Context: an optimization exercise on an open-source flow, tuned for small area. The choices shown serve that exercise and are no tape-out recipe. In this exercise RTL edits were held to simulation tests only and were not proved equivalent to the original. Power figures rest on the tool's default switching activity, not on a simulated workload.

### design.v
module cpu_top (
    input  logic        clk,
    input  logic        rst_n,
    input  logic [15:0] i_imem_data,
    input  logic [15:0] i_dmem_rdata,
    output logic [10:0] o_imem_addr,
    output logic [10:0] o_dmem_addr,
    output logic        o_dmem_we,
    output logic [15:0] o_dmem_wdata,
    output logic        o_io_stall
);
    logic [2:0]  st_q;
    logic [3:0]  t_q;
    logic [10:0] pc_q;
    logic [15:0] a_q;
    logic [15:0] r_q;
    logic [15:0] x_q;
    logic [3:0]  pidx_q;
    logic        pend_q;
    logic [15:0] ring [16];
    logic        clr_q;
    wire [15:0] ir = i_imem_data;
    wire [2:0]  op = ir[15:13];
    wire [3:0]  rs = ir[12:9];
    wire [3:0]  rt = ir[8:5];
    wire [3:0]  rd = ir[4:1];
    wire        fb = ir[0];
    wire is_alu = (op == 3'd0) || (op == 3'd1 && !fb);    
    wire is_mul = (op == 3'd1) && fb;
    wire is_ls  = (op == 3'd2) || (op == 3'd3);
    wire is_lw  = (op == 3'd2);
    logic [2:0] last;
    always_comb begin
        case (op)
            3'd0:    last = 3'd5;
            3'd1:    last = fb ? 3'd6 : 3'd5;
            3'd2:    last = 3'd7;
            3'd3:    last = 3'd6;
            default: last = 3'd4;
        endcase
    end
    wire is_last = (st_q == last);
    always_ff @(posedge clk or negedge rst_n) begin
        if (!rst_n)            st_q <= 3'd0;
        else if (st_q == 3'd0) st_q <= 3'd2;
        else if (is_last)      st_q <= 3'd1;
        else                   st_q <= st_q + 3'd1;
    end
    always_ff @(posedge clk or negedge rst_n) begin
        if (!rst_n) t_q <= 4'd0;
        else        t_q <= t_q + 4'd1;
    end
    assign o_io_stall = (st_q != 3'd1);
    wire [3:0] ridx = (st_q == 3'd2) ? rs : rt;
    wire [3:0] slot = ridx + t_q;
    wire       fwd  = pend_q && (ridx == pidx_q);
    logic [15:0] rdata;
    always_comb begin
        rdata = fwd ? x_q : 16'd0;
        for (int s = 0; s < 16; s++)
            rdata = rdata | (ring[s] & {16{!clr_q && !fwd && (slot == 4'(s))}});
    end
    always_ff @(posedge clk) begin
        if (st_q == 3'd2) a_q <= rdata;
        r_q <= rdata;
    end
    logic mul_q, ls_q, sub_q, slt_q;
    always_ff @(posedge clk) begin
        mul_q <= is_mul;
        ls_q  <= is_ls;
        sub_q <= (op == 3'd0) ? fb : 1'b1;
        slt_q <= (op == 3'd1) && !fb;
    end
    logic [4:0] win;
    always_comb begin
        case (st_q)
            3'd4:    win = r_q[15:11];
            3'd5:    win = r_q[11:7];
            3'd6:    win = r_q[7:3];
            default: win = {r_q[3:0], 1'b0};
        endcase
    end
    wire one_lo = mul_q ? (win[1] ^ win[0]) : 1'b1;
    wire two_lo = mul_q && ((win[2] && !win[1] && !win[0]) || (!win[2] && win[1] && win[0]));
    wire neg_lo = mul_q && win[2];
    wire one_hi = mul_q && (win[3] ^ win[2]);
    wire two_hi = mul_q && ((win[4] && !win[3] && !win[2]) || (!win[4] && win[3] && win[2]));
    wire neg_hi = mul_q && win[4];
    wire [15:0] a_sh  = {a_q[14:0], 1'b0};
    wire [15:0] pp_lo = ((a_q & {16{one_lo}}) | (a_sh & {16{two_lo}})) ^ {16{neg_lo}};
    wire [15:0] pp_hi = ((a_q & {16{one_hi}}) | (a_sh & {16{two_hi}})) ^ {16{neg_hi}};
    logic [15:0] acc;
    always_comb begin
        if (mul_q)
            acc = {((st_q == 3'd4) ? 12'd0 : x_q[11:0]), 1'b0, neg_hi, 1'b0, neg_lo};
        else if (ls_q)
            acc = {{11{ir[4]}}, ir[4:0]};
        else
            acc = r_q ^ {16{sub_q}};
    end
    wire        cin  = !mul_q && !ls_q && sub_q;
    wire [15:0] tree = acc + pp_lo + {pp_hi[13:0], 1'b0, cin};
    wire lt = (a_q[15] != r_q[15]) ? a_q[15] : tree[15];
    wire eq = (a_q == r_q);
    wire prod_alu = is_alu && (st_q == 3'd4);
    wire addr_ls  = is_ls  && (st_q == 3'd4);
    wire prod_lw  = is_lw  && (st_q == 3'd6);
    wire step_mul = is_mul && (st_q == 3'd4 || st_q == 3'd5 || st_q == 3'd6 || st_q == 3'd1);
    wire prod_mul = is_mul && (st_q == 3'd1);
    wire produce  = prod_alu || prod_lw || prod_mul;
    always_ff @(posedge clk) begin
        if (prod_alu && slt_q)                 x_q <= {15'd0, lt};
        else if (prod_lw)                      x_q <= i_dmem_rdata;
        else if (prod_alu || addr_ls || step_mul) x_q <= tree;
    end
    always_ff @(posedge clk) begin
        if (produce) pidx_q <= is_lw ? rt : rd;
    end
    wire [3:0]  widx   = prod_mul ? rd : pidx_q;
    wire [3:0]  wslot  = widx + t_q + 4'd1;
    wire        commit = (pend_q || prod_mul) && (wslot[1:0] == 2'd0);
    wire [15:0] wres   = prod_mul ? tree : x_q;
    always_ff @(posedge clk or negedge rst_n) begin
        if (!rst_n)       pend_q <= 1'b0;
        else if (produce) pend_q <= !(prod_mul && commit);
        else if (commit)  pend_q <= 1'b0;
    end
    always_ff @(posedge clk or negedge rst_n) begin
        if (!rst_n)             clr_q <= 1'b1;
        else if (st_q == 3'd4)  clr_q <= 1'b0;
    end
    wire [15:0] wval = wres & {16{!clr_q}};
    always_ff @(posedge clk) begin
        for (int s = 0; s < 16; s++) begin
            if (s % 4 == 0 && (clr_q || (commit && wslot[3:2] == 2'(s / 4))))
                ring[s] <= wval;
            else
                ring[s] <= ring[(s + 15) % 16];
        end
    end
    wire        taken = (op == 3'd4) && eq;
    wire [10:0] pinc  = pc_q + (taken ? {{6{ir[4]}}, ir[4:0]} : 11'd0) + 11'd1;
    always_ff @(posedge clk or negedge rst_n) begin
        if (!rst_n)       pc_q <= 11'd0;
        else if (is_last) pc_q <= (op == 3'd5) ? ir[11:1] : pinc;
    end
    assign o_imem_addr  = pc_q;
    assign o_dmem_addr  = x_q[10:0];
    assign o_dmem_we    = (st_q == 3'd5) && (op == 3'd3);
    assign o_dmem_wdata = r_q;
endmodule
### flow/run.sh
#!/bin/bash
# Layout flow: ORFS through the standard.sh, with
#  - synthesis mapping combinational logic with the ABC script in
#    flow/abc_area.script (ORFS's synthesis is otherwise unchanged: same
#    yosys passes, same flip-flop mapping and register names),
#  - the make variables listed in flow/extra.txt (one NAME=VALUE per line).
# Each tool's full output stays in orfs/logs; make's output is in standard.log.
set -euo pipefail
cp -r "$FLOW_HOME/scripts" scripts_own
cp flow/abc_area.script scripts_own/abc_area.script
args=("SCRIPTS_DIR=$PWD/scripts_own")
if [[ -f flow/extra.txt ]]; then
  while IFS= read -r line; do
    [[ -z "$line" || "$line" == \#* ]] && continue
    args+=("$line")
  done < flow/extra.txt
fi
printf '%s\n' "${args[@]}" > make_args.log
bash standard.sh finish "${args[@]}" > standard.log 2>&1
### flow/abc_area.script
strash
&get -n
&st
&dch
&nf
&put
topo
### flow/extra.txt
BUFFER_PORTS_ARGS=-buffer_cell sky130_fd_sc_hd__buf_1
CTS_ARGS=-sink_clustering_enable -repair_clock_nets -dont_use_dummy_load -sink_clustering_size 22 -sink_clustering_max_diameter 200 -buf_list {sky130_fd_sc_hd__clkbuf_8 sky130_fd_sc_hd__clkbuf_16}
### standard.sh
#!/bin/bash
# synth_recipe.tcl (not shown) runs the flow's synth.tcl, then flattens the netlist and writes it again
# the make line also repeats each setting of config.mk as NAME=value (left out here)
make -C /OpenROAD-flow-scripts/flow DESIGN_CONFIG=/design/flow/config.mk WORK_HOME=/design/flow/orfs CLKGATE_MAP_FILE= SYNTH_SCRIPT=/design/flow/synth_recipe.tcl "${@:-finish}"
### config.mk
export PLATFORM = sky130hd
export DESIGN_NAME = cpu_top
export DESIGN_NICKNAME = cpu_top
export VERILOG_FILES = /design/flow/design.v
export SDC_FILE = /design/flow/constraint.sdc
export NUM_CORES = 4
export LEC_CHECK = 0
export ABC_AREA = 1
export CAP_MARGIN = 10
export CORE_MARGIN = 2
export CORE_UTILIZATION = 55
export GPL_TIMING_DRIVEN = 0
export SLEW_MARGIN = 10
### constraint.sdc
create_clock -name core_clock -period 5.5 [get_ports {clk}]
set_input_delay 1.1000 -clock core_clock [delete_from_list [all_inputs] [get_ports {clk}]]
set_output_delay 1.1000 -clock core_clock [all_outputs]
set_load 0.01 [all_outputs]
==> results.py, run 1 <==
metrics = {
    "status": {
        "outcome": "timing/DRC/antenna clean",
    },
    "setup_path": {
        "cp_max_fo": 14,
        "critPathCaptureType": "flop",
        "critical_path.top_delay_family": "compound AO/OA/AOI/OAI gates",
        "reg2reg_from": "st_q[0]$_DFF_PN0_",
        "startpoint": "st_q[0]$_DFF_PN0_",
        "path_class": "flop to flop",
        "cp_data_arrival_time_ns": 5.51,
        "cp.required_ns": 5.74,
        "max_stage_delay_ns": 0.53,
        "crit_slowest_cell": "fa_1",
        "crit_chain": "clkinvlp_4 > ha_2 > and2_4 > a32o_1 > a221o_2 > or2_1 > and3_4 > a22oi_1 > xnor2_1 > fa_1 > clkinv_1 > ha_1 > nand3_1 > nand2_1 > a21oi_2 > o21bai_1 > a21oi_2 > o31ai_2 > xor2_2 > buf_4 > buf_4 > a21oi_1 > o22ai_1",
        "path_buf_inv": 4,
        "reg2reg_depth": 23,
        "r2r_setup_slack_ns": 0.23,
        "start_kind": "flop",
        "reg2reg_to": "x_q[0]$_DFFE_PP_",
    },
    "synthesis": {
        "netlist_top_cells_area": "dfxtp_1 43%, nand2_1 6.4%, edfxtp_1 4.7%",
        "synthArstFlopShare_pct": 6.024,
        "synth.distinct_cells": 55,
        "synth.avg_cell_area_um2": 9.655,
        "netlist.area_leader.share_pct": 43.10,
        "synth-main-ff-cell": "dfxtp_1",
        "postSynthCellCount": 1400,
        "ys_warn_count": 2,
        "syn-cell-area_um2": 13520,
        "synthTopCellsByCount": "291 x dfxtp_1, 232 x nand2_1, 125 x o21ai_0",
        "synth_edf_count": 21,
        "syn_nets": 1487,
        "yosys.area.top_type": "dfxtp_1",
        "ys_seq_area_share_pct": 51.48,
        "yosysMostFrequentCell": "dfxtp_1",
        "ys_ff_latch": 332,
    },
    "global_route": {
        "grt_use_total_pct": 29.91,
        "gr-total-overflow": 0,
        "first_global_vias": 10513,
        "grt_pass1_wl_um": 60090,
        "antenna_found_initial": 0,
        "grt_max_degree": 35,
    },
    "drt": {
        "route.detailed.drc": 0,
        "first_pass_iters": 5,
        "viasPerCell": 5.920,
        "routed_wl_um": 39220,
        "route.detailed.wl_per_inst_um": 21.12,
        "ant_nets": 0,
        "dr_total_vias": 10993,
        "drt-initial-drc-count": 867,
    },
    "finish": {
        "antennaDiodeCount": 0,
        "nNetsFinal": 1622,
        "fill_cells": 2103,
        "area_delta_synth_final_pct": 14.42,
        "drive_above_1_share_pct": 8.219,
    },
    "clock_tree": {
        "cts_tree": "done",
        "htree_levels": 1,
        "worstSkewPairLatency_ns": 0.51,
        "cts_sinks": 332,
        "path_clk_slew_ns": 0.10,
        "cts-root-buf": "clkbuf_16",
        "cts.path.max_buffers": 3,
        "cts_buffers": 19,
        "hold_buffers": 0,
    },
    "die": {
        "ios": 74,
        "initial_core_util_pct": 55.74,
        "rows": 57,
        "die_area_um2": 25850,
        "core-area_um2": 24250,
        "die_x_um": 160.8,
        "die_y_um": 160.8,
    },
    "run": {
        "maxCapViolCount": 0,
    },
    "place": {
        "dp_hpwl_um": 28160,
        "dp_slack_ns": -1.266,
        "io_buffers": 73,
        "place_congestion": 0.8563,
    },
    "sta": {
        "maxSlewHeadroom_pct": 25.53,
        "finalCritPeriodShare_pct": 95.84,
        "holdWs_ns": 0.2928,
        "skew_ns": 0.06447,
        "hold_violations": 0,
        "layout_min_cycle_time_ns": 5.271,
        "setup_ws_ns": 0.2287,
        "fmax_mhz": 189.7,
        "worst_pin_slew_ns": 1.115,
        "slew_viol_final": 0,
        "setup_violations": 0,
    },
    "power": {
        "p_clk_share_pct": 16.3,
        "power_frac_seq_pct": 42.8,
        "switching_share_pct": 40.65,
        "power_leakage_nw": 5.956,
        "internal-power_mw": 4.976,
        "power_density_nw_per_um2": 542.1,
        "switchingPower_mw": 3.409,
        "combPwrFrac_pct": 40.9,
        "ir_drop_mv": 0.2724,
    },
    "worst_hold_path": {
        "hold_end": "ring[2][3]$_DFF_P_",
        "min_path_type": "flop to flop",
        "hold_depth": 0,
        "hp-start": "ring[1][3]$_DFF_P_",
    },
}
-- how the worst max path moves through the flow --
stage                     slack (ns)  depth (start not counted)                    to
after detailed placement       -1.27                         21   ring[4][15]$_DFF_P_
after global placement         -4.82                         13      a_q[3]$_DFFE_PN_
after floorplan                 0.30                         22  ring[12][13]$_DFF_P_
after global routing           -0.01                         23   ring[0][13]$_DFF_P_
final                           0.23                         23      x_q[0]$_DFFE_PP_
after CTS                      -0.03                         21   ring[4][15]$_DFF_P_
-- power by group through the flow --
stage,combinational [mW],sequential [mW],clock (mW)
2_1_floorplan,1.99,3.44,0
3_3_place_gp,2.91,3.60,0
3_5_place_dp,3.07,3.62,0
4_1_cts,3.21,3.57,1.39
5_1_grt,3.72,3.65,1.47
6_report,3.43,3.59,1.36
-- placed cells by master (no fill, tap or decap), types with 6 or more instances in the layout --
cell / count
buf_4: 35
xnor2_1: 31
dfxtp_1: 291
xor2_1: 52
clkbuf_16: 19
a21oi_1: 70
ha_1: 30
nand4_1: 33
nand2_1: 230
o2111ai_1: 16
a2111oi_0: 31
edfxtp_1: 21
a211oi_1: 8
nor2_1: 56
mux2i_1: 6
clkinv_1: 49
nand3_1: 58
and3_1: 52
buf_1: 72
nand2b_1: 7
a32oi_1: 17
o211ai_1: 15
fa_1: 17
dfrtp_1: 16
o21ai_0: 122
and2_0: 22
a22oi_1: 29
-- registers in the layout, indices dropped and copies added (netlist names) --
signal / flops
pc_q: 11
a_q: 16
mul_q: 1
ring: 256
x_q: 16
st_q: 3
slt_q: 1
ls_q: 1
pidx_q: 4
r_q: 16
pend_q: 1
sub_q: 1
t_q: 4
clr_q: 1
-- worst reg2reg max path: cells and delay by family, from the launching register on --
| kind | cells | cell delay, ns |
|---|---|---|
| AOI/OAI and AO/OA | 9 | 1.64 |
| xor gates and xnor gates | 2 | 0.30 |
| adders and majority gates | 3 | 1.10 |
| buffers and inverters | 4 | 0.55 |
| DFF | 1 | 0.43 |
| and+or+nand+nor | 5 | 0.99 |
-- per-layer routing --
layer  part of all wire [%]  GRT usage (%)  vias up
li1                       -              -     5311
met5                      0              0        -
met1                     45          41.57     5254
met4                    2.9          9.334        0
met3                    5.8          3.693       77
met2                     46          49.14      351
-- kinds of logic (layout without fill, tap and decap cells) --
| family | count (synthesis) | count (layout) | share of synthesized area, % |
|---|---|---|---|
| XOR/XNOR | 86 | 86 | 5.674 |
| multiplexers | 11 | 11 | 0.8609 |
| buffers and inverters | 62 | 195 | 2.027 |
| AND/OR/NAND/NOR | 502 | 502 | 17.44 |
| AO/OA/AOI/OAI | 354 | 354 | 16.67 |
| flip-flops | 332 | 332 | 51.48 |
| adder cells (fa/ha/maj) | 53 | 53 | 5.850 |
-- stage by stage --
step                total power, mW  area, um^2  instances  setup TNS (ns)  util [%]
finish                        8.385       15470       1857               0     63.78
global route                  8.844       15470       1857        -0.01720     63.78
CTS                           8.169       15290       1849        -0.02549     63.05
detailed placement            6.685       14670       1825          -62.08     60.51
global placement              6.512       14200       1797         -259.98     58.54
floorplan                     5.427       13520       1400               0         -
-- cell type report --
class                      instances  area [um^2]  share of cell area [%]
clock buffer                      19        475.5                   3.074
multi-input combinational       1006         6606                   42.71
buffer                            11        82.58                  0.5339
tap                              324        405.4                   2.621
inverter                          51        200.2                   1.294
sequential                       332         6962                   45.01
timing repair buffer             114        734.5                   4.749
-- timing repair --
item                                    in CTS  in global routing
pin swaps                                    2                  7
gates resized for setup                     23                 29
buffers inserted                             5                  8
endpoints found under the setup margin      97                 68
==> run 2, diff against run 1 <==
--- a/design.v
+++ b/design.v
@@ -74,18 +74,21 @@
     logic [4:0] win;
     always_comb begin
         case (st_q)
-            3'd4:    win = r_q[15:11];
-            3'd5:    win = r_q[11:7];
-            3'd6:    win = r_q[7:3];
+            3'd3:    win = rdata[15:11];
+            3'd4:    win = r_q[11:7];
+            3'd5:    win = r_q[7:3];
             default: win = {r_q[3:0], 1'b0};
         endcase
     end
-    wire one_lo = mul_q ? (win[1] ^ win[0]) : 1'b1;
-    wire two_lo = mul_q && ((win[2] && !win[1] && !win[0]) || (!win[2] && win[1] && win[0]));
-    wire neg_lo = mul_q && win[2];
-    wire one_hi = mul_q && (win[3] ^ win[2]);
-    wire two_hi = mul_q && ((win[4] && !win[3] && !win[2]) || (!win[4] && win[3] && win[2]));
-    wire neg_hi = mul_q && win[4];
+    logic one_lo, two_lo, neg_lo, one_hi, two_hi, neg_hi;
+    always_ff @(posedge clk) begin
+        one_lo <= is_mul ? (win[1] ^ win[0]) : 1'b1;
+        two_lo <= is_mul && ((win[2] && !win[1] && !win[0]) || (!win[2] && win[1] && win[0]));
+        neg_lo <= is_mul && win[2];
+        one_hi <= is_mul && (win[3] ^ win[2]);
+        two_hi <= is_mul && ((win[4] && !win[3] && !win[2]) || (!win[4] && win[3] && win[2]));
+        neg_hi <= is_mul && win[4];
+    end
     wire [15:0] a_sh  = {a_q[14:0], 1'b0};
     wire [15:0] pp_lo = ((a_q & {16{one_lo}}) | (a_sh & {16{two_lo}})) ^ {16{neg_lo}};
     wire [15:0] pp_hi = ((a_q & {16{one_hi}}) | (a_sh & {16{two_hi}})) ^ {16{neg_hi}};
--- a/config.mk
+++ b/config.mk
@@ -6,8 +6,8 @@
 export NUM_CORES = 4
 export LEC_CHECK = 0
 export ABC_AREA = 1
-export CAP_MARGIN = 10
+export CAP_MARGIN = 0
 export CORE_MARGIN = 2
 export CORE_UTILIZATION = 55
 export GPL_TIMING_DRIVEN = 0
-export SLEW_MARGIN = 10
+export SLEW_MARGIN = 0
==> results.py, run 2 <==
metrics = {
    "status": {
        "outcome": "timing/DRC/antenna clean",
    },
    "drt": {
        "dr_total_vias": 10672,
        "first_pass_iters": 6,
        "route.detailed.drc": 0,
        "ant_nets": 0,
        "drt-initial-drc-count": 1199,
        "viasPerCell": 6.140,
        "routed_wl_um": 39630,
        "route.detailed.wl_per_inst_um": 22.80,
    },
    "synthesis": {
        "netlist_top_cells_area": "dfxtp_1 45%, nand2_1 5.0%, edfxtp_1 4.7%",
        "synth_edf_count": 21,
        "synth-main-ff-cell": "dfxtp_1",
        "ys_warn_count": 2,
        "syn-cell-area_um2": 13300,
        "synthTopCellsByCount": "297 x dfxtp_1, 178 x nand2_1, 112 x o21ai_0",
        "ys_ff_latch": 338,
        "postSynthCellCount": 1291,
        "yosysMostFrequentCell": "dfxtp_1",
        "ys_seq_area_share_pct": 53.20,
        "yosys.area.top_type": "dfxtp_1",
        "synth.distinct_cells": 55,
        "synthArstFlopShare_pct": 5.917,
        "netlist.area_leader.share_pct": 44.69,
        "synth.avg_cell_area_um2": 10.31,
        "syn_nets": 1379,
    },
    "sta": {
        "fmax_mhz": 192.2,
        "layout_min_cycle_time_ns": 5.203,
        "holdWs_ns": 0.3094,
        "skew_ns": 0.04778,
        "setup_violations": 0,
        "worst_pin_slew_ns": 1.173,
        "finalCritPeriodShare_pct": 94.60,
        "hold_violations": 0,
        "slew_viol_final": 0,
        "rsz0062_at_grt": "no",
        "maxSlewHeadroom_pct": 21.49,
    },
    "setup_path": {
        "reg2reg_to": "a_q[6]$_DFFE_PN_",
        "cp_data_arrival_time_ns": 5.44,
        "critPathCaptureType": "flop",
        "cp_max_fo": 20,
        "path_class": "flop to flop",
        "cp.required_ns": 5.74,
        "reg2reg_from": "st_q[0]$_DFF_PN0_",
        "reg2reg_depth": 18,
        "r2r_setup_slack_ns": 0.30,
        "start_kind": "flop",
    },
    "finish": {
        "final_common_cell": "dfxtp_1",
        "final_core_util_pct": 64.00,
        "design_area_um2": 15110,
        "area_delta_synth_final_pct": 13.60,
        "most-common-layout-cells": "296 x dfxtp_1, 177 x nand2_1, 112 x o21ai_0",
        "largest_reg_flops": 256,
        "top_register": "ring",
        "antennaDiodeCount": 0,
        "fin_cells": 1738,
        "nNetsFinal": 1509,
        "drive_above_1_share_pct": 7.541,
    },
    "worst_hold_path": {
        "min_path_type": "flop to flop",
        "hold_end": "ring[14][12]$_DFF_P_",
        "hp-start": "ring[13][12]$_DFF_P_",
        "hold_depth": 0,
    },
    "global_route": {
        "grt_pass1_wl_um": 59690,
        "gr-total-overflow": 0,
        "grt_use_total_pct": 30.07,
        "antenna_found_initial": 0,
        "first_global_vias": 10275,
        "grt_max_degree": 38,
    },
    "clock_tree": {
        "worstSkewPairLatency_ns": 0.52,
        "cts.path.max_buffers": 3,
        "htree_levels": 1,
        "cts_tree": "done",
        "cts-root-buf": "clkbuf_16",
        "cts_sinks": 338,
        "cts_buffers": 19,
        "path_clk_slew_ns": 0.10,
    },
    "power": {
        "power_density_nw_per_um2": 589.1,
        "power_leakage_nw": 5.578,
        "ir_drop_mv": 0.3412,
        "total_power_mw": 8.903,
    },
    "die": {
        "rows": 56,
        "core-area_um2": 23610,
        "initial_core_util_pct": 56.34,
        "die_x_um": 159.5,
        "die_y_um": 159.5,
        "die_area_um2": 25450,
        "ios": 74,
    },
    "place": {
        "dpl_cell_area_um2": 14400,
        "io_buffers": 73,
        "dp_hpwl_um": 27750,
        "place_inst": 1706,
        "place_congestion": 0.8675,
    },
    "run": {
        "maxCapViolCount": 0,
    },
}
==> run 2: cell types whose count changed after synthesis, sizes merged, moves of 17 or more <==
cell	delta
a2111oi	-33
a31oi	+17
a221o	+23
nand3	-41
and3	-43
a22oi	+17
nand4	-17
nand2	-54
a222oi	+40
==> run 2: worst max path at each step <==
stage                           start              endpoint  slack, ns  depth (start not counted)
floorplan           st_q[0]$_DFF_PN0_        two_hi$_DFF_P_       0.13                         17
global placement    st_q[0]$_DFF_PN0_      a_q[6]$_DFFE_PN_      -3.15                         14
detailed placement     i_imem_data[4]  ring[12][14]$_DFF_P_      -0.75                         20
CTS                 st_q[0]$_DFF_PN0_      a_q[6]$_DFFE_PN_      0.005                         18
global route        st_q[0]$_DFF_PN0_      a_q[6]$_DFFE_PN_       0.02                         18
finish              st_q[0]$_DFF_PN0_      a_q[6]$_DFFE_PN_       0.30                         18
==> run 2: worst max-delay path: stages (launching register included) <==
cell	delay (ns)
dfrtp_2	0.45
clkinv_1	0.07
ha_2	0.27
nand2b_4	0.12
clkinv_8	0.14
mux2_2	0.40
ha_1	0.24
fa_2	0.60
or2_4	0.19
nor4_1	0.11
and2_4	0.29
a222oi_1	0.26
nand3_1	0.12
a221o_1	0.26
a221o_1	0.27
a221o_1	0.26
a221o_1	0.26
a221o_1	0.25
a221o_1	0.34
==> run 2: layout make-up <==
class | instances | area, um^2
flip-flops and latches | 338 | 7081
clock buffers | 19 | 475.5
repair buffers | 106 | 604.3
inverters | 57 | 226.5
well taps | 319 | 399.1
plain buffers | 11 | 82.58
fillers | 2024 | 8499
multi-input cells | 888 | 6245
==> run 2: what timing repair did <==
action                     4_1_cts  5_1_grt
gates cloned                     0        3
gates resized for setup         19       14
setup buffers                    6        4
setup endpoints to repair       53       47
hold buffers                     0        0
pin swaps                        5        5
==> run 2: power breakdown <==
part	switching, mW	internal (mW)	total [mW]
Combinational	2.30	1.39	3.68
Clock	0.756	0.618	1.37
Sequential	0.600	3.25	3.85
==> run 2: cells by family (layout without fill, tap and decap cells) <==
logic type	after synthesis	count (layout)	share of synthesized area, %
flip-flops	338	338	53.20
AO/OA/AOI/OAI	386	387	19.60
adder cells (fa/ha/maj)	54	54	6.038
XOR/XNOR	87	87	5.727
multiplexers	14	14	1.119
AND/OR/NAND/NOR	344	346	12.09
buffers and inverters	68	193	2.229
==> run 2: metal layers <==
metal / vias up / global-route usage, % / routed length, um
met4: 0 / 10.41 / 1266
li1: 4997 / - / -
met2: 474 / 48.50 / 18210
met5: - / 0 / 0
met3: 82 / 5.314 / 3321
met1: 5119 / 40.90 / 16830
==> run 2: through the flow <==
step                      TNS, ns  worst slack (ns)
after detailed placement   -36.01           -0.7548
after global routing            0           0.02307
final                           0            0.2968
after global placement    -194.32            -3.150
after floorplan                 0            0.1311
after CTS                       0          0.004673
==> run 3, diff against run 2 <==
--- a/config.mk
+++ b/config.mk
@@ -6,8 +6,8 @@
 export NUM_CORES = 4
 export LEC_CHECK = 0
 export ABC_AREA = 1
-export CAP_MARGIN = 0
+export CAP_MARGIN = 10
 export CORE_MARGIN = 2
 export CORE_UTILIZATION = 55
 export GPL_TIMING_DRIVEN = 0
-export SLEW_MARGIN = 0
+export SLEW_MARGIN = 10
==> results.py, run 3 <==
metrics = {
    "clock_tree": {
        "worstSkewPairLatency_ns": 0.52,
        "hold_buffers": 0,
        "cts_buffers": 19,
        "cts-root-buf": "clkbuf_16",
        "cts_sinks": 338,
        "cts_tree": "done",
        "path_clk_slew_ns": 0.10,
        "cts.path.max_buffers": 3,
        "htree_levels": 1,
    },
    "die": {
        "die_x_um": 159.5,
        "rows": 56,
        "ios": 74,
        "initial_core_util_pct": 56.34,
        "die_y_um": 159.5,
        "core-area_um2": 23610,
        "die_area_um2": 25450,
    },
    "finish": {
        "area_delta_synth_final_pct": 13.40,
        "nNetsFinal": 1509,
        "fin_cells": 1738,
        "seqCellArea_um2": 7081,
        "design_area_um2": 15090,
        "largest_reg_flops": 256,
        "final_common_cell": "dfxtp_1",
        "drive_above_1_share_pct": 7.259,
        "multi_input_area_um2": 6178,
        "most-common-layout-cells": "296 x dfxtp_1, 178 x nand2_1, 112 x o21ai_0",
        "fill_cells": 2013,
        "top_register": "ring",
        "antennaDiodeCount": 0,
        "final_core_util_pct": 63.89,
    },
    "sta": {
        "setup_ws_ns": 0.2033,
        "worst_pin_slew_ns": 1.132,
        "setup_violations": 0,
        "rsz0062_at_grt": "no",
        "fmax_mhz": 188.8,
        "hold_violations": 0,
        "layout_min_cycle_time_ns": 5.297,
        "slew_viol_final": 0,
        "finalCritPeriodShare_pct": 96.30,
        "skew_ns": 0.03051,
        "maxSlewHeadroom_pct": 24.36,
    },
    "drt": {
        "routed_wl_um": 38710,
        "dr_total_vias": 10468,
        "route.detailed.wl_per_inst_um": 22.27,
        "viasPerCell": 6.023,
        "drt-initial-drc-count": 1147,
        "ant_nets": 0,
        "first_pass_iters": 6,
        "route.detailed.drc": 0,
    },
    "setup_path": {
        "path_class": "flop to flop",
        "path_buf_inv": 5,
        "cp_data_arrival_time_ns": 5.53,
        "path_common_cell": "a221o_1",
        "critical_path.top_delay_family": "compound AO/OA/AOI/OAI gates",
        "crit_slowest_cell": "dfrtp_2",
        "start_kind": "flop",
        "cp.required_ns": 5.74,
        "cp_max_fo": 20,
        "reg2reg_depth": 19,
        "max_stage_delay_ns": 0.45,
        "path_depth": 19,
        "critPathCaptureType": "flop",
        "crit_chain": "clkinv_1 > ha_2 > nand2b_4 > clkinv_8 > mux2_2 > ha_1 > fa_2 > xor2_4 > or3b_4 > nor4_2 > buf_4 > buf_4 > buf_4 > a221o_1 > a221o_1 > a221o_1 > a221o_1 > a221o_1 > a221o_1",
    },
    "synthesis": {
        "synthArstFlopShare_pct": 5.917,
        "synth.avg_cell_area_um2": 10.31,
        "synth.distinct_cells": 55,
        "synthTopCellsByCount": "297 x dfxtp_1, 178 x nand2_1, 112 x o21ai_0",
        "ys_warn_count": 2,
        "synth-main-ff-cell": "dfxtp_1",
        "syn-cell-area_um2": 13300,
        "syn_nets": 1379,
        "postSynthCellCount": 1291,
        "netlist_top_cells_area": "dfxtp_1 45%, nand2_1 5.0%, edfxtp_1 4.7%",
        "yosysMostFrequentCell": "dfxtp_1",
        "ys_seq_area_share_pct": 53.20,
        "ys_ff_latch": 338,
        "netlist.area_leader.share_pct": 44.69,
        "synth_edf_count": 21,
        "yosys.area.top_type": "dfxtp_1",
    },
    "place": {
        "dpl_cell_area_um2": 14480,
        "dp_hpwl_um": 28240,
        "place_congestion": 0.8675,
        "dp_slack_ns": -0.7335,
        "io_buffers": 73,
        "place_inst": 1712,
    },
    "status": {
        "outcome": "timing/DRC/antenna clean",
    },
    "power": {
        "ir_drop_mv": 0.4359,
        "power_leakage_nw": 5.581,
        "power_density_nw_per_um2": 586.3,
        "total_power_mw": 8.846,
    },
    "global_route": {
        "grt_use_total_pct": 30.28,
        "grt_pass1_wl_um": 59720,
        "antenna_found_initial": 0,
        "grt_max_degree": 38,
        "gr-total-overflow": 0,
        "first_global_vias": 10199,
    },
    "worst_hold_path": {
        "min_path_type": "flop to flop",
        "hold_depth": 0,
    },
    "run": {
        "maxCapViolCount": 0,
    },
}
[run 3: cell families after synthesis]
logic type | synth area share (%)
fa+ha+maj | 6.038
buf+inv | 2.229
xor+xnor | 5.727
compound gates | 19.60
simple gates | 12.09
mux | 1.119
flops | 53.20
[run 3: worst paths after layout]
kind | start | endpoint | slack (ns)
worst max-delay path | st_q[0]$_DFF_PN0_ | a_q[6]$_DFFE_PN_ | 0.20
worst min-delay path | ring[6][12]$_DFF_P_ | ring[7][12]$_DFF_P_ | 0.31
worst max register to register | st_q[0]$_DFF_PN0_ | a_q[6]$_DFFE_PN_ | 0.20
worst min register to register | ring[6][12]$_DFF_P_ | ring[7][12]$_DFF_P_ | 0.31
max in group asynchronous | rst_n | st_q[0]$_DFF_PN0_ | 4.55
min in group asynchronous | rst_n | t_q[2]$_DFF_PN0_ | 0.56
[run 3: cell type report]
class	count	share of cell area [%]
flip-flops and latches	338	46.93
multi-input cells	886	40.95
repair buffers	108	4.271
clock buffers	19	3.151
well taps	319	2.646
inverters	57	1.501
plain buffers	11	0.5474
[run 3: timing repair]
item | in CTS | in global routing
endpoints found under the setup margin | 26 | 24
buffers inserted | 1 | 5
resized for setup | 15 | 9
pin swaps | 1 | 4
cloned | 0 | 1
[run 3: routing by layer]
layer | global-route usage [%] | vias to the layer above | share of wire [%]
met2 | 47.97 | 387 | 45
li1 | - | 5001 | -
met1 | 41.97 | 5001 | 44
met5 | 0 | - | 0
met4 | 10.87 | 0 | 3.5
met3 | 5.079 | 79 | 7.7
[run 3: stage by stage]
step | hold WS [ns] | setup TNS (ns)
after floorplan | 0.3228 | 0
after global placement | 0.3249 | -194.32
after detailed placement | 0.3348 | -19.18
after CTS | 0.3106 | 0
after global routing | 0.3150 | 0
final | 0.3128 | 0
[run 3: where the power goes]
group	internal [mW]	switching [mW]	total (mW)
Sequential	3.25	0.599	3.84
Combinational	1.37	2.25	3.62
Clock	0.618	0.763	1.38
Total	5.23	3.62	8.85
==> run 4, diff against run 3 <==
==> flow/abc_area.script (replaced) <==
strash
dc2
&get -n
&st
&dch
&nf -R 1000
&put
topo
--- a/config.mk
+++ b/config.mk
@@ -8,6 +8,6 @@
 export ABC_AREA = 1
 export CAP_MARGIN = 10
 export CORE_MARGIN = 2
-export CORE_UTILIZATION = 55
+export CORE_UTILIZATION = 65
 export GPL_TIMING_DRIVEN = 0
 export SLEW_MARGIN = 10
==> results.py, run 4 <==
metrics = {
    "die": {
        "die_x_um": 145.2,
        "rows": 51,
        "ios": 74,
        "core-area_um2": 19530,
        "initial_core_util_pct": 66.37,
        "die_y_um": 145.2,
        "die_area_um2": 21080,
    },
    "drt": {
        "viasPerCell": 6.507,
        "first_pass_iters": 9,
        "route.detailed.drc": 0,
        "drt-initial-drc-count": 1435,
        "route.detailed.wl_per_inst_um": 23.29,
        "ant_nets": 0,
        "dr_total_vias": 10568,
        "routed_wl_um": 37820,
    },
    "global_route": {
        "grt_use_total_pct": 34.93,
        "antenna_found_initial": 0,
        "gr-total-overflow": 0,
        "grt_pass1_wl_um": 57510,
        "grt_max_degree": 24,
        "first_global_vias": 10005,
    },
    "finish": {
        "seqCellArea_um2": 7082,
        "final_common_cell": "dfxtp_1",
        "largest_reg_flops": 256,
        "antennaDiodeCount": 0,
        "multi_input_area_um2": 5669,
        "nNetsFinal": 1449,
        "drive_above_1_share_pct": 7.653,
        "fill_cells": 1406,
        "most-common-layout-cells": "294 x dfxtp_1, 102 x o21ai_0, 97 x nand2_1",
        "area_delta_synth_final_pct": 12.80,
        "top_register": "ring",
    },
    "synthesis": {
        "synth-main-ff-cell": "dfxtp_1",
        "netlist.area_leader.share_pct": 45.88,
        "synthArstFlopShare_pct": 5.917,
        "yosysMostFrequentCell": "dfxtp_1",
        "synthXorXnorAreaFrac_pct": 5.745,
        "syn-cell-area_um2": 12960,
        "synthMuxAreaShare_pct": 0.9848,
        "ys_ff_latch": 338,
        "synthAdderAreaFrac_pct": 6.199,
        "synthTopCellsByCount": "297 x dfxtp_1, 106 x o21ai_0, 97 x nand2_1",
        "yosys.area.top_type": "dfxtp_1",
        "netlist_top_cells_area": "dfxtp_1 46%, a222oi_1 5.7%, edfxtp_1 4.9%",
        "postSynthCellCount": 1231,
        "synth_edf_count": 21,
        "ys_warn_count": 2,
        "synth.avg_cell_area_um2": 10.53,
        "synth.distinct_cells": 50,
        "synth_top_family_by_area": "compound AO/OA/AOI/OAI gates",
        "ys_seq_area_share_pct": 54.62,
        "synth-compound-area-share_pct": 20.43,
        "syn_nets": 1319,
        "yosys.area_share.simple_pct": 9.414,
    },
    "status": {
        "outcome": "timing/DRC/antenna clean",
    },
    "sta": {
        "layout_min_cycle_time_ns": 5.163,
        "holdWs_ns": 0.3052,
        "maxSlewHeadroom_pct": 24.67,
        "worst_pin_slew_ns": 1.120,
        "setup_ws_ns": 0.3371,
        "skew_ns": 0.04630,
        "rsz0062_at_grt": "no",
        "tns_ns": 0,
        "slew_viol_final": 0,
        "fmax_mhz": 193.7,
        "setup_violations": 0,
        "hold_violations": 0,
        "finalCritPeriodShare_pct": 93.87,
    },
    "setup_path": {
        "crit_slowest_cell": "nor2_2",
        "start_kind": "input port",
        "path_class": "input port to flop",
        "cp_max_fo": 15,
        "cp.required_ns": 5.92,
        "crit_chain": "buf_1 > nand4b_1 > nor2_2 > mux2i_1 > ha_1 > clkinv_1 > a21oi_1 > clkinv_1 > a21oi_1 > xnor2_1 > xnor2_1 > nor3_1 > nor2_2 > buf_8 > o21ai_0",
        "cp_data_arrival_time_ns": 5.58,
        "max_stage_delay_ns": 0.70,
        "critPathCaptureType": "flop",
    },
    "power": {
        "power_leakage_nw": 5.452,
        "power_density_nw_per_um2": 598.0,
        "ir_drop_mv": 0.3881,
        "total_power_mw": 8.741,
    },
    "place": {
        "dp_hpwl_um": 27050,
        "dp_slack_ns": -0.6946,
        "io_buffers": 73,
        "place_congestion": 0.9827,
    },
    "clock_tree": {
        "cts_buffers": 19,
        "cts_sinks": 338,
        "cts-root-buf": "clkbuf_16",
        "path_clk_slew_ns": 0.08,
        "cts_tree": "done",
        "cts.path.max_buffers": 3,
        "htree_levels": 1,
        "hold_buffers": 0,
        "worstSkewPairLatency_ns": 0.52,
    },
    "worst_hold_path": {
        "min_path_type": "flop to flop",
    },
    "run": {
        "maxCapViolCount": 0,
    },
}
-- run 4: cell types whose count changed in the layout (fill, tap and decap cells not counted), sizes merged, moves of 11 or more --
cell	before	now
o21bai	0	12
o211ai	15	0
a22o	2	16
a31oi	20	1
a222oi	40	74
nor2	54	95
o21a	12	1
a21oi	73	95
nand2	178	97
a221o	26	1
-- run 4: worst max-delay path, delay by kind of cell --
family / cells / cell delay, ns
AO/OA/AOI/OAI: 3 / 0.64
buffers and inverters: 4 / 0.72
AND/OR/NAND/NOR: 4 / 2.19
XOR/XNOR: 2 / 0.42
multiplexers: 1 / 0.30
adder cells (fa/ha/maj): 1 / 0.18
-- run 4: metal layers --
metal,up-vias,track usage [%],part of all wire (%)
li1,4790,-,-
met1,4981,48.51,40
met2,675,55.31,46
met3,122,5.975,11
met4,0,12.99,3.6
met5,-,0,0
-- run 4: metrics by stage --
stage / std cells / util (%) / cell area (um^2)
6_report: 1624 / 74.86 / 14620
5_1_grt: 1624 / 74.86 / 14620
4_1_cts: 1614 / 74.27 / 14500
3_5_place_dp: 1595 / 71.71 / 14000
3_3_place_gp: 1569 / 69.47 / 13560
2_1_floorplan: 1231 / - / 12960
-- run 4: path summary, 6_finish.rpt --
kind                                           from  slack [ns]                  end  cells after the start
worst max-delay path                i_imem_data[13]        0.34  ring[0][12]$_DFF_P_                     15
worst min-delay path            ring[14][3]$_DFF_P_        0.31  ring[15][3]$_DFF_P_                      0
worst max register to register    st_q[0]$_DFF_PN0_        0.38       two_hi$_DFF_P_                     21
worst min register to register  ring[14][3]$_DFF_P_        0.31  ring[15][3]$_DFF_P_                      0
max in group asynchronous                     rst_n        4.57    clr_q$_DFFE_PN1P_                      1
min in group asynchronous                     rst_n        0.55     t_q[0]$_DFF_PN0_                      1
-- run 4: cell families after synthesis --
kind of cell | count (synthesis)
xor gates and xnor gates | 85
adders and majority gates | 54
and+or+nand+nor | 272
AOI/OAI and AO/OA | 391
muxes | 12
buffers and inverters | 79
DFF | 338
-- run 4: area by class of cell --
cell class / instances / area share [%]
Sequential cell: 338 / 48.45
Multi-Input combinational cell: 814 / 38.78
Timing Repair Buffer: 109 / 4.913
Clock buffer: 19 / 3.253
Tap cell: 265 / 2.268
Inverter: 68 / 1.772
Buffer: 11 / 0.5649
-- run 4: repair_timing --
item / 4_1_cts / 5_1_grt
gates cloned: 0 / 0
endpoints found under the setup margin: 19 / 25
pin swaps: 0 / 3
resized for setup: 6 / 14
hold endpoints to repair: 0 / 0
buffers inserted: 0 / 10
-- run 4: report_power, final --
group / internal [mW] / total, mW / leakage (nW) / switching, mW
Clock: 0.618 / 1.37 / 0.234 / 0.753
Combinational: 1.33 / 3.45 / 2.36 / 2.12
Sequential: 3.28 / 3.92 / 2.86 / 0.641
Total: 5.22 / 8.74 / 5.45 / 3.52
==> run 5, diff against run 4 <==
==> flow/abc_area.script (replaced) <==
strash
dc2
dc2
&get -n
&st
&dch
&nf -R 1000
&put
topo
--- a/config.mk
+++ b/config.mk
@@ -8,6 +8,6 @@
 export ABC_AREA = 1
 export CAP_MARGIN = 10
 export CORE_MARGIN = 2
-export CORE_UTILIZATION = 65
+export CORE_UTILIZATION = 55
 export GPL_TIMING_DRIVEN = 0
 export SLEW_MARGIN = 10
==> results.py, run 5 <==
metrics = {
    "global_route": {
        "gr-total-overflow": 0,
        "grt_max_degree": 24,
        "grt_pass1_wl_um": 59480,
        "first_global_vias": 9911,
        "antenna_found_initial": 0,
        "grt_use_total_pct": 32.02,
    },
    "synthesis": {
        "synthArstFlopShare_pct": 5.917,
        "synth-compound-area-share_pct": 19.49,
        "postSynthCellCount": 1237,
        "yosys.area.top_type": "dfxtp_1",
        "synthAdderAreaFrac_pct": 6.183,
        "synth_top_family_by_area": "compound AO/OA/AOI/OAI gates",
        "netlist.area_leader.share_pct": 45.77,
        "ys_seq_area_share_pct": 54.48,
        "syn-cell-area_um2": 12990,
        "synthTopCellsByCount": "297 x dfxtp_1, 117 x o21ai_0, 102 x nand2_1",
        "syn_nets": 1325,
        "yosys.area_share.simple_pct": 10.35,
        "netlist_top_cells_area": "dfxtp_1 46%, a222oi_1 5.8%, edfxtp_1 4.9%",
        "synthXorXnorAreaFrac_pct": 6.135,
        "ys_warn_count": 2,
        "synth_edf_count": 21,
        "synthMuxAreaShare_pct": 0.9824,
        "ys_ff_latch": 338,
        "yosysMostFrequentCell": "dfxtp_1",
        "synth.distinct_cells": 46,
        "synth-main-ff-cell": "dfxtp_1",
        "synth.avg_cell_area_um2": 10.50,
    },
    "finish": {
        "multi_input_area_um2": 5718,
        "antennaDiodeCount": 0,
        "nNetsFinal": 1448,
        "final_common_cell": "dfxtp_1",
        "fill_cells": 1955,
        "top_register": "ring",
        "seqCellArea_um2": 7084,
        "largest_reg_flops": 256,
        "most-common-layout-cells": "295 x dfxtp_1, 113 x o21ai_0, 102 x nand2_1",
        "area_delta_synth_final_pct": 13.00,
        "drive_above_1_share_pct": 6.922,
        "fin_cells": 1677,
    },
    "status": {
        "outcome": "timing/DRC/antenna clean",
    },
    "die": {
        "ios": 74,
        "die_area_um2": 24870,
        "die_y_um": 157.7,
        "rows": 56,
        "core-area_um2": 23330,
        "die_x_um": 157.7,
        "initial_core_util_pct": 55.68,
    },
    "sta": {
        "slew_viol_final": 0,
        "skew_ns": 0.04600,
        "setup_ws_ns": 0.3336,
        "worst_pin_slew_ns": 0.9284,
        "rsz0062_at_grt": "no",
        "hold_violations": 0,
        "fmax_mhz": 193.6,
        "finalCritPeriodShare_pct": 93.93,
        "tns_ns": 0,
        "maxSlewHeadroom_pct": 36.51,
        "setup_violations": 0,
        "layout_min_cycle_time_ns": 5.166,
    },
    "drt": {
        "route.detailed.wl_per_inst_um": 23.95,
        "route.detailed.drc": 0,
        "routed_wl_um": 40160,
        "first_pass_iters": 6,
        "dr_total_vias": 10371,
        "ant_nets": 0,
        "viasPerCell": 6.184,
        "drt-initial-drc-count": 1288,
    },
    "clock_tree": {
        "cts_buffers": 19,
        "hold_buffers": 0,
        "cts_tree": "done",
        "path_clk_slew_ns": 0.09,
        "worstSkewPairLatency_ns": 0.53,
        "cts-root-buf": "clkbuf_16",
        "cts.path.max_buffers": 3,
        "cts_sinks": 338,
        "htree_levels": 1,
    },
    "power": {
        "power_density_nw_per_um2": 594.5,
        "power_leakage_nw": 5.411,
        "ir_drop_mv": 0.3174,
    },
    "worst_hold_path": {
        "hold_depth": 0,
        "min_path_type": "flop to flop",
    },
    "setup_path": {
        "cp_data_arrival_time_ns": 5.59,
        "reg2reg_depth": 17,
        "path_class": "flop to flop",
        "start_kind": "flop",
        "cp.required_ns": 5.92,
        "critPathCaptureType": "flop",
        "cp_max_fo": 10,
    },
    "place": {
        "place_congestion": 0.8902,
        "dp_hpwl_um": 28830,
        "place_inst": 1654,
        "dp_slack_ns": -0.4575,
        "io_buffers": 73,
    },
    "run": {
        "maxCapViolCount": 0,
    },
}
[run 5: changes by cell type in the layout (fill, tap and decap cells not counted), moves of 6 or more]
cell,previous run,this run
a21oi_1,95,84
clkinv_1,67,58
o21ai_0,102,113
xnor2_1,43,66
nand2b_1,0,10
xor2_1,40,25
buf_4,23,17
[run 5: worst paths after layout]
kind	startpoint	to	slack [ns]
min in group asynchronous	rst_n	t_q[2]$_DFF_PN0_	0.52
max in group asynchronous	rst_n	st_q[0]$_DFF_PN0_	4.59
worst min register to register	ring[6][3]$_DFF_P_	ring[7][3]$_DFF_P_	0.30
worst min-delay path	ring[6][3]$_DFF_P_	ring[7][3]$_DFF_P_	0.30
worst max-delay path	st_q[0]$_DFF_PN0_	one_hi$_DFF_P_	0.33
worst max register to register	st_q[0]$_DFF_PN0_	one_hi$_DFF_P_	0.33
[run 5: critical path, cell delays in order, from the launching register on]
cell and delay (ns):
dfrtp_2 0.46, clkinv_1 0.11, ha_1 0.20, nor2b_4 0.34, mux2_1 0.41, ha_1 0.24, fa_1 0.52, or4_1 0.68
nor2_2 0.50, buf_8 0.24, a222oi_1 0.08, and4_1 0.22, nand3_1 0.28, a222oi_1 0.12, nand2_1 0.09, o21ai_0 0.20
and2_0 0.24, nor3_1 0.14
[run 5: power by group]
group	internal (mW)	switching, mW
Clock	0.618	0.761
Combinational	1.28	2.12
Sequential	3.29	0.654
[run 5: repair_timing]
action,in CTS,in global routing
gates cloned,0,1
pin swaps,0,2
buffers inserted,0,3
endpoints found under the setup margin,14,20
resized for setup,4,16
[run 5: layer usage]
metal	vias up	GRT usage, %	part of all wire, %
met2	476	51.53	46
met4	2	11.13	3.0
li1	4781	-	-
met5	-	2.277	0.19
met1	5031	43.06	42
met3	81	6.269	9.2
[run 5: cell families after synthesis]
| kind of cell | after synthesis |
|---|---|
| AOI/OAI and AO/OA | 375 |
| DFF | 338 |
| and+or+nand+nor | 296 |
| xor gates and xnor gates | 91 |
| buffers and inverters | 71 |
| adders and majority gates | 54 |
| muxes | 12 |
[run 5: metrics by stage]
stage / utilization [%] / area (um^2) / total power [mW] / hold WS [ns]
after detailed placement: 60.49 / 14110 / 7.263 / 0.3346
after CTS: 62.57 / 14600 / 8.632 / 0.3074
after floorplan: - / 12990 / 5.873 / 0.3262
after global placement: 58.56 / 13660 / 7.047 / 0.3318
after global routing: 62.92 / 14680 / 9.207 / 0.3090
final: 62.92 / 14680 / 8.728 / 0.3040
[run 5: layout make-up]
class	instances	share of cell area (%)
multi-input combinational	829	38.95
tap	319	2.719
timing repair buffer	101	4.688
sequential	338	48.26
inverter	60	1.585
clock buffer	19	3.239
buffer	11	0.5625
==> run 6, diff against run 5 <==
==> flow/abc_area.script (replaced) <==
strash
dc2
&get -n
&st
&dch
&nf -R 1000
&put
topo
--- a/config.mk
+++ b/config.mk
@@ -10,4 +10,5 @@
 export CORE_MARGIN = 2
 export CORE_UTILIZATION = 55
 export GPL_TIMING_DRIVEN = 0
+export PLACE_DENSITY = 0.75
 export SLEW_MARGIN = 10
==> results.py, run 6 <==
metrics = {
    "status": {
        "outcome": "timing/DRC/antenna clean",
    },
    "setup_path": {
        "path_class": "input port to flop",
        "crit_chain": "buf_1 > nand4b_1 > nor2_4 > mux2i_1 > ha_1 > clkinv_1 > a21oi_1 > clkinv_1 > a21oi_1 > xnor2_1 > xnor2_1 > nor2_1 > nor2_2 > buf_8 > o21ai_0",
        "cp.required_ns": 5.87,
        "cp_data_arrival_time_ns": 5.61,
        "critical_path.top_delay_family": "simple AND/OR/NAND/NOR gates",
        "cp_max_fo": 16,
        "critPathCaptureType": "flop",
        "path_buf_inv": 4,
        "max_stage_delay_ns": 0.72,
        "start_kind": "input port",
        "crit_slowest_cell": "nor2_4",
    },
    "clock_tree": {
        "cts.path.max_buffers": 3,
        "cts-root-buf": "clkbuf_16",
        "cts_sinks": 338,
        "htree_levels": 1,
        "worstSkewPairLatency_ns": 0.53,
        "cts_buffers": 19,
        "cts_tree": "done",
        "path_clk_slew_ns": 0.08,
    },
    "synthesis": {
        "synth_edf_count": 21,
        "synth-main-ff-cell": "dfxtp_1",
        "yosys.area.top_type": "dfxtp_1",
        "synth.avg_cell_area_um2": 10.53,
        "yosysMostFrequentCell": "dfxtp_1",
        "synthTopCellsByCount": "297 x dfxtp_1, 106 x o21ai_0, 97 x nand2_1",
        "synth.distinct_cells": 50,
        "ys_warn_count": 2,
        "syn_nets": 1319,
        "netlist_top_cells_area": "dfxtp_1 46%, a222oi_1 5.7%, edfxtp_1 4.9%",
        "synthArstFlopShare_pct": 5.917,
        "ys_seq_area_share_pct": 54.62,
        "syn-cell-area_um2": 12960,
        "netlist.area_leader.share_pct": 45.88,
        "ys_ff_latch": 338,
        "postSynthCellCount": 1231,
    },
    "finish": {
        "largest_reg_flops": 256,
        "top_register": "ring",
        "drive_above_1_share_pct": 6.815,
        "nNetsFinal": 1440,
        "final_core_util_pct": 62.56,
        "design_area_um2": 14600,
        "most-common-layout-cells": "295 x dfxtp_1, 103 x o21ai_0, 97 x nand2_1",
        "antennaDiodeCount": 0,
        "fin_cells": 1669,
        "area_delta_synth_final_pct": 12.65,
        "final_common_cell": "dfxtp_1",
    },
    "sta": {
        "rsz0062_at_grt": "no",
        "hold_violations": 0,
        "skew_ns": 0.05892,
        "tns_ns": 0,
        "setup_ws_ns": 0.2604,
        "layout_min_cycle_time_ns": 5.240,
        "finalCritPeriodShare_pct": 95.26,
        "setup_violations": 0,
        "worst_pin_slew_ns": 1.265,
        "maxSlewHeadroom_pct": 15.64,
        "holdWs_ns": 0.3096,
        "fmax_mhz": 190.9,
        "slew_viol_final": 0,
    },
    "place": {
        "place_inst": 1647,
        "dpl_cell_area_um2": 14040,
        "dp_slack_ns": -0.6652,
        "dp_hpwl_um": 27640,
        "io_buffers": 73,
        "place_congestion": 0.9429,
    },
    "global_route": {
        "grt_use_total_pct": 31.00,
        "grt_pass1_wl_um": 58600,
        "antenna_found_initial": 3,
        "grt_max_degree": 33,
        "first_global_vias": 10102,
        "gr-total-overflow": 0,
    },
    "drt": {
        "viasPerCell": 6.392,
        "route.detailed.wl_per_inst_um": 23.23,
        "first_pass_iters": 7,
        "routed_wl_um": 38770,
        "route.detailed.drc": 0,
        "drt-initial-drc-count": 1573,
        "dr_total_vias": 10669,
        "ant_nets": 0,
    },
    "die": {
        "core-area_um2": 23330,
        "die_y_um": 157.5,
        "die_x_um": 157.5,
        "initial_core_util_pct": 55.54,
        "ios": 74,
        "rows": 56,
        "die_area_um2": 24800,
    },
    "power": {
        "ir_drop_mv": 0.2597,
        "power_leakage_nw": 5.391,
        "power_density_nw_per_um2": 595.8,
        "total_power_mw": 8.697,
    },
    "run": {
        "maxCapViolCount": 0,
    },
    "worst_hold_path": {
        "min_path_type": "flop to flop",
    },
}
run 6: changes by cell type in the layout (fill, tap and decap cells not counted), moves of 9 or more:
cell / change
nand2b_1: -10
a21oi_1: +11
clkinv_1: +9
o21ai_0: -10
xnor2_1: -23
xor2_1: +15
run 6: per-layer routing:
metal | vias to the layer above | part of all wire, % | global-route usage (%)
met2 | 735 | 44 | 47.10
met1 | 5030 | 40 | 44.55
li1 | 4781 | - | -
met4 | 0 | 4.1 | 11.90
met3 | 123 | 12 | 4.901
met5 | - | 0 | 0
run 6: area by class of cell:
cell class                 instances  area (um^2)
buffer                            11        82.58
clock buffer                      19        475.5
fill                            1928         8735
inverter                          68        259.0
multi-input combinational        815         5673
sequential                       338         7081
tap                              319        399.1
timing repair buffer              99        628.1
run 6: logic make-up (layout without fill, tap and decap cells):
| group | Yosys count | after routing | share of synthesized area [%] |
|---|---|---|---|
| compound gates | 391 | 391 | 20.43 |
| xor+xnor | 85 | 85 | 5.745 |
| fa+ha+maj | 54 | 54 | 6.199 |
| buf+inv | 79 | 197 | 2.607 |
| flops | 338 | 338 | 54.62 |
| mux | 12 | 12 | 0.9848 |
| simple gates | 272 | 273 | 9.414 |
run 6: power by group:
group          internal (mW)  switching [mW]
sequential              3.28           0.643
combinational           1.27            2.13
clock                  0.618           0.757
total                   5.17            3.53
run 6: path summary, 6_finish.rpt:
| path | start | endpoint | slack, ns | cells past startpoint |
|---|---|---|---|---|
| min in group asynchronous | rst_n | t_q[1]$_DFF_PN0_ | 0.54 | 1 |
| hold / removal | ring[5][3]$_DFF_P_ | ring[6][3]$_DFF_P_ | 0.31 | 0 |
| hold reg to reg | ring[5][3]$_DFF_P_ | ring[6][3]$_DFF_P_ | 0.31 | 0 |
| max in group asynchronous | rst_n | clr_q$_DFFE_PN1P_ | 4.60 | 1 |
| setup reg to reg | one_lo$_SDFF_PN1_ | ring[8][14]$_DFF_P_ | 0.31 | 21 |
| setup / recovery | i_imem_data[13] | ring[4][4]$_DFF_P_ | 0.26 | 15 |
run 6: worst register-to-register path, delay by kind of cell, from the launching register on:
| kind | cells | cell delay (ns) |
|---|---|---|
| adders and majority gates | 2 | 0.86 |
| buffers and inverters | 1 | 0.09 |
| xor gates and xnor gates | 2 | 0.50 |
| AOI/OAI and AO/OA | 16 | 2.83 |
| DFF | 1 | 0.79 |
run 6: timing repair:
item / 4_1_cts / 5_1_grt
endpoints found under the setup margin: 15 / 18
hold buffers: 0 / 0
buffers inserted: 0 / 2
gates resized for setup: 6 / 10
gates cloned: 0 / 1
pin swaps: 0 / 3
==> run 7, diff against run 6 <==
--- a/config.mk
+++ b/config.mk
@@ -9,6 +9,6 @@
 export CAP_MARGIN = 10
 export CORE_MARGIN = 2
 export CORE_UTILIZATION = 55
+export GPL_ROUTABILITY_DRIVEN = 0
 export GPL_TIMING_DRIVEN = 0
-export PLACE_DENSITY = 0.75
 export SLEW_MARGIN = 10
==> results.py, run 7 <==
metrics = {
    "die": {
        "rows": 56,
        "core-area_um2": 23330,
        "ios": 74,
        "initial_core_util_pct": 55.54,
        "die_x_um": 157.5,
        "die_area_um2": 24800,
        "die_y_um": 157.5,
    },
    "sta": {
        "slew_viol_final": 0,
        "fmax_mhz": 195.3,
        "maxSlewHeadroom_pct": 21.60,
        "skew_ns": 0.04313,
        "tns_ns": 0,
        "holdWs_ns": 0.3168,
        "setup_violations": 0,
        "finalCritPeriodShare_pct": 93.10,
        "rsz0062_at_grt": "no",
        "layout_min_cycle_time_ns": 5.120,
        "hold_violations": 0,
        "worst_pin_slew_ns": 1.175,
    },
    "finish": {
        "fin_cells": 1671,
        "drive_above_1_share_pct": 7.101,
        "fill_cells": 1997,
        "top_register": "ring",
        "antennaDiodeCount": 0,
        "largest_reg_flops": 256,
        "nNetsFinal": 1442,
        "most-common-layout-cells": "294 x dfxtp_1, 103 x o21ai_0, 97 x nand2_1",
        "final_common_cell": "dfxtp_1",
        "area_delta_synth_final_pct": 13.02,
    },
    "power": {
        "ir_drop_mv": 0.3069,
        "power_leakage_nw": 5.412,
        "total_power_mw": 8.734,
        "power_density_nw_per_um2": 596.3,
    },
    "place": {
        "io_buffers": 73,
        "dp_hpwl_um": 28330,
        "place_inst": 1650,
    },
    "setup_path": {
        "startpoint": "st_q[1]$_DFF_PN0_",
        "path_common_cell": "a21oi_1",
        "critPathCaptureType": "flop",
        "reg2reg_from": "st_q[1]$_DFF_PN0_",
        "crit_chain": "clkinv_1 > ha_1 > and2_0 > nor2_4 > a21oi_1 > fa_1 > clkinv_1 > ha_1 > clkinv_1 > o21bai_1 > a21oi_1 > o21bai_1 > a21oi_1 > o21bai_1 > a21oi_1 > o21bai_1 > a21oi_1 > o21bai_1 > a21o_1 > a21oi_1 > xnor2_2 > o21ai_1 > o21ai_0",
        "r2r_setup_slack_ns": 0.38,
        "max_stage_delay_ns": 0.56,
        "reg2reg_depth": 23,
        "cp.required_ns": 5.88,
        "cp_max_fo": 6,
        "cp_data_arrival_time_ns": 5.50,
        "start_kind": "flop",
        "crit_slowest_cell": "fa_1",
        "path_class": "flop to flop",
    },
    "clock_tree": {
        "worstSkewPairLatency_ns": 0.51,
        "cts_buffers": 19,
        "cts_tree": "done",
        "path_clk_slew_ns": 0.09,
        "cts.path.max_buffers": 3,
        "cts-root-buf": "clkbuf_16",
        "hold_buffers": 0,
        "htree_levels": 1,
        "cts_sinks": 338,
    },
    "drt": {
        "top_layer": "met4",
        "routed_wl_um": 39300,
        "viasPerCell": 6.212,
        "ant_nets": 0,
        "dr_total_vias": 10381,
        "wl_met1_um": 16920,
        "route.detailed.drc": 0,
        "first_pass_iters": 8,
        "met2WireLength_um": 17840,
        "drt-initial-drc-count": 1227,
        "dr_wl_met3_um": 3379,
        "route.detailed.wl_per_inst_um": 23.52,
    },
    "worst_hold_path": {
        "hp-start": "ring[4][9]$_DFF_P_",
        "hold_depth": 0,
        "min_path_type": "flop to flop",
    },
    "status": {
        "outcome": "timing/DRC/antenna clean",
    },
    "synthesis": {
        "syn-cell-area_um2": 12960,
        "yosysMostFrequentCell": "dfxtp_1",
        "synth.avg_cell_area_um2": 10.53,
        "netlist_top_cells_area": "dfxtp_1 46%, a222oi_1 5.7%, edfxtp_1 4.9%",
        "synth_edf_count": 21,
        "syn_nets": 1319,
        "yosys.area.top_type": "dfxtp_1",
        "netlist.area_leader.share_pct": 45.88,
        "synthTopCellsByCount": "297 x dfxtp_1, 106 x o21ai_0, 97 x nand2_1",
        "postSynthCellCount": 1231,
        "ys_warn_count": 2,
        "synthArstFlopShare_pct": 5.917,
        "ys_ff_latch": 338,
        "synth-main-ff-cell": "dfxtp_1",
        "synth.distinct_cells": 50,
        "ys_seq_area_share_pct": 54.62,
    },
    "run": {
        "maxCapViolCount": 0,
    },
    "global_route": {
        "grt_pass1_wl_um": 58660,
        "grt_max_degree": 26,
        "antenna_found_initial": 0,
        "grt_use_total_pct": 31.62,
        "first_global_vias": 9890,
        "gr-total-overflow": 0,
    },
}
## run 7: power breakdown
| group | internal, mW | switching [mW] | total (mW) |
|---|---|---|---|
| clock network | 0.619 | 0.764 | 1.38 |
| logic | 1.29 | 2.14 | 3.42 |
| registers | 3.28 | 0.651 | 3.93 |
## run 7: area by class of cell
type	instances	area [um^2]	area share [%]
plain buffers	11	82.58	0.5638
clock buffers	19	475.5	3.246
inverters	68	259.0	1.768
multi-input cells	814	5648	38.56
flip-flops and latches	338	7083	48.36
well taps	319	399.1	2.725
repair buffers	102	699.4	4.775
## run 7: kinds of logic (layout without fill, tap and decap cells)
| logic type | after synthesis | after routing | synth area share, % |
|---|---|---|---|
| compound gates | 391 | 391 | 20.43 |
| flops | 338 | 338 | 54.62 |
| simple gates | 272 | 272 | 9.414 |
| xor+xnor | 85 | 85 | 5.745 |
| buf+inv | 79 | 200 | 2.607 |
| fa+ha+maj | 54 | 54 | 6.199 |
| mux | 12 | 12 | 0.9848 |
## run 7: critical path, delay by kind of cell (launching register included)
kind,cells,cell delay (ns)
compound gates,14,2.39
xor+xnor,1,0.21
fa+ha+maj,3,1.06
buf+inv,3,0.32
flops,1,0.44
simple gates,2,0.55
## run 7: path summary, 6_finish.rpt
check | end
min in group asynchronous | t_q[3]$_DFF_PN0_
worst min register to register | ring[5][9]$_DFF_P_
worst max-delay path | ring[12][15]$_DFF_P_
max in group asynchronous | st_q[0]$_DFF_PN0_
worst min-delay path | ring[5][9]$_DFF_P_
worst max register to register | ring[12][15]$_DFF_P_
## run 7: metrics by stage
stage,setup WS [ns],util [%],cell area [um^2]
3_5_place_dp,-0.5165,60.48,14110
3_3_place_gp,-3.127,58.42,13630
4_1_cts,0.08296,62.66,14620
5_1_grt,0.006930,62.77,14650
2_1_floorplan,0.03738,-,12960
6_report,0.3797,62.77,14650
## run 7: what timing repair did
item / 4_1_cts / 5_1_grt
buffers inserted: 2 / 0
setup endpoints to repair: 24 / 10
pin swaps: 1 / 1
gates resized for setup: 5 / 9
## run 7: metal layers
layer | GRT usage [%] | vias up
met4 | 11.13 | 0
met1 | 43.68 | 5038
li1 | - | 4791
met3 | 5.149 | 81
met2 | 50.43 | 471
met5 | 0 | -
==> run 8, diff against run 7 <==
--- a/config.mk
+++ b/config.mk
@@ -9,6 +9,5 @@
 export CAP_MARGIN = 10
 export CORE_MARGIN = 2
 export CORE_UTILIZATION = 55
-export GPL_ROUTABILITY_DRIVEN = 0
 export GPL_TIMING_DRIVEN = 0
 export SLEW_MARGIN = 10
==> results.py, run 8 <==
metrics = {
    "clock_tree": {
        "cts_sinks": 338,
        "cts_buffers": 19,
        "cts.path.max_buffers": 3,
        "worstSkewPairLatency_ns": 0.51,
        "path_clk_slew_ns": 0.09,
        "cts-root-buf": "clkbuf_16",
    },
    "status": {
        "outcome": "timing/DRC/antenna clean",
    },
    "synthesis": {
        "syn_nets": 1319,
        "ys_warn_count": 2,
        "ys_ff_latch": 338,
        "synthArstFlopShare_pct": 5.917,
        "ys_seq_area_share_pct": 54.62,
        "postSynthCellCount": 1231,
        "synthTopCellsByCount": "297 x dfxtp_1, 106 x o21ai_0, 97 x nand2_1",
        "netlist_top_cells_area": "dfxtp_1 46%, a222oi_1 5.7%, edfxtp_1 4.9%",
        "synth-compound-area-share_pct": 20.43,
    },
    "finish": {
        "final_common_cell": "dfxtp_1",
        "antennaDiodeCount": 0,
    },
    "sta": {
        "layout_min_cycle_time_ns": 5.120,
        "maxSlewHeadroom_pct": 21.60,
        "finalCritPeriodShare_pct": 93.10,
        "setup_ws_ns": 0.3797,
        "skew_ns": 0.04313,
        "slew_viol_final": 0,
    },
    "power": {
        "ir_drop_mv": 0.3069,
    },
    "drt": {
        "first_pass_iters": 8,
        "drt-initial-drc-count": 1227,
    },
    "worst_hold_path": {
        "hold_depth": 0,
        "hp-start": "ring[4][9]$_DFF_P_",
        "hold_end": "ring[5][9]$_DFF_P_",
    },
    "place": {
        "place_congestion": 0.8998,
        "dpl_cell_area_um2": 14110,
        "io_buffers": 73,
    },
    "setup_path": {
        "max_stage_delay_ns": 0.56,
        "reg2reg_from": "st_q[1]$_DFF_PN0_",
        "crit_chain": "clkinv_1 > ha_1 > and2_0 > nor2_4 > a21oi_1 > fa_1 > clkinv_1 > ha_1 > clkinv_1 > o21bai_1 > a21oi_1 > o21bai_1 > a21oi_1 > o21bai_1 > a21oi_1 > o21bai_1 > a21oi_1 > o21bai_1 > a21o_1 > a21oi_1 > xnor2_2 > o21ai_1 > o21ai_0",
        "path_common_cell": "a21oi_1",
        "critical_path.top_delay_family": "compound AO/OA/AOI/OAI gates",
        "critPathCaptureType": "flop",
        "path_depth": 23,
        "cp.required_ns": 5.88,
        "reg2reg_depth": 23,
    },
    "die": {
        "core-area_um2": 23330,
        "rows": 56,
        "initial_core_util_pct": 55.54,
    },
    "global_route": {
        "first_global_vias": 9890,
        "met2_usage_pct": 50.43,
        "grt_pass1_wl_um": 58660,
        "busiest_layer": "met2",
    },
}
==> run 8: layout make-up <==
class | instances | share of cell area (%)
multi-input cells | 814 | 38.56
flip-flops and latches | 338 | 48.36
plain buffers | 11 | 0.5638
repair buffers | 102 | 4.775
inverters | 68 | 1.768
clock buffers | 19 | 3.246
well taps | 319 | 2.725
==> run 8: worst max path at each step <==
stage / slack [ns] / from / to
floorplan: 0.04 / st_q[0]$_DFF_PN0_ / two_hi$_DFF_P_
global placement: -3.13 / st_q[0]$_DFF_PN0_ / two_hi$_DFF_P_
CTS: 0.08 / neg_lo$_DFF_P_ / ring[8][14]$_DFF_P_
finish: 0.38 / st_q[1]$_DFF_PN0_ / ring[12][15]$_DFF_P_
detailed placement: -0.52 / st_q[0]$_DFF_PN0_ / ring[12][15]$_DFF_P_
global route: 0.007 / st_q[1]$_DFF_PN0_ / ring[4][15]$_DFF_P_
==> run 8: what timing repair did <==
| action | 4_1_cts | 5_1_grt |
|---|---|---|
| gates resized for setup | 5 | 9 |
| pin swaps | 1 | 1 |
| buffers inserted | 2 | 0 |
| endpoints found under the setup margin | 24 | 10 |
==> run 8: kinds of logic (layout without fill, tap and decap cells) <==
group,count (synthesis),after routing
compound gates,391,391
xor+xnor,85,85
fa+ha+maj,54,54
buf+inv,79,200
flops,338,338
mux,12,12
simple gates,272,272
==> run 8: stage by stage <==
step                util, %  power (mW)  TNS [ns]  cells
global route          62.77       9.235         0   1671
global placement      58.42       7.049   -201.03   1623
detailed placement    60.48       7.260    -5.193   1650
finish                62.77       8.734         0   1671
CTS                   62.66       8.659         0   1671
floorplan                 -       5.847         0   1231
==> run 8: per-layer routing <==
| layer | vias to the layer above | wire [um] |
|---|---|---|
| li1 | 4791 | - |
| met5 | - | 0 |
| met2 | 471 | 17840 |
| met1 | 5038 | 16920 |
| met3 | 81 | 3379 |
| met4 | 0 | 1153 |
==> run 8: worst reg2reg max path, cell delays in order (launching register included) <==
cell and delay (ns):
dfrtp_1 0.44, clkinv_1 0.17, ha_1 0.23, and2_0 0.32, nor2_4 0.23, a21oi_1 0.12
fa_1 0.56, clkinv_1 0.06, ha_1 0.27, clkinv_1 0.09, o21bai_1 0.23, a21oi_1 0.14
o21bai_1 0.22, a21oi_1 0.11, o21bai_1 0.21, a21oi_1 0.12, o21bai_1 0.20, a21oi_1 0.12
o21bai_1 0.20, a21o_1 0.15, a21oi_1 0.10, xnor2_2 0.22, o21ai_1 0.35, o21ai_0 0.14
==> run 8: report_power, final <==
| part | total [mW] | internal [mW] | switching [mW] | leakage, nW |
|---|---|---|---|---|
| logic | 3.42 | 1.29 | 2.14 | 2.32 |
| registers | 3.93 | 3.28 | 0.651 | 2.86 |
| clock network | 1.38 | 0.619 | 0.764 | 0.234 |
| total | 8.73 | 5.18 | 3.55 | 5.41 |

Check on run 8: ideal ports give 0.380 ns setup slack; a clkbuf_16 on the clock port and buf_2 on the inputs give 0.380 ns; moving port delays by the midpoint clock arrival (0.544 ns) as well gives -0.087 ns.
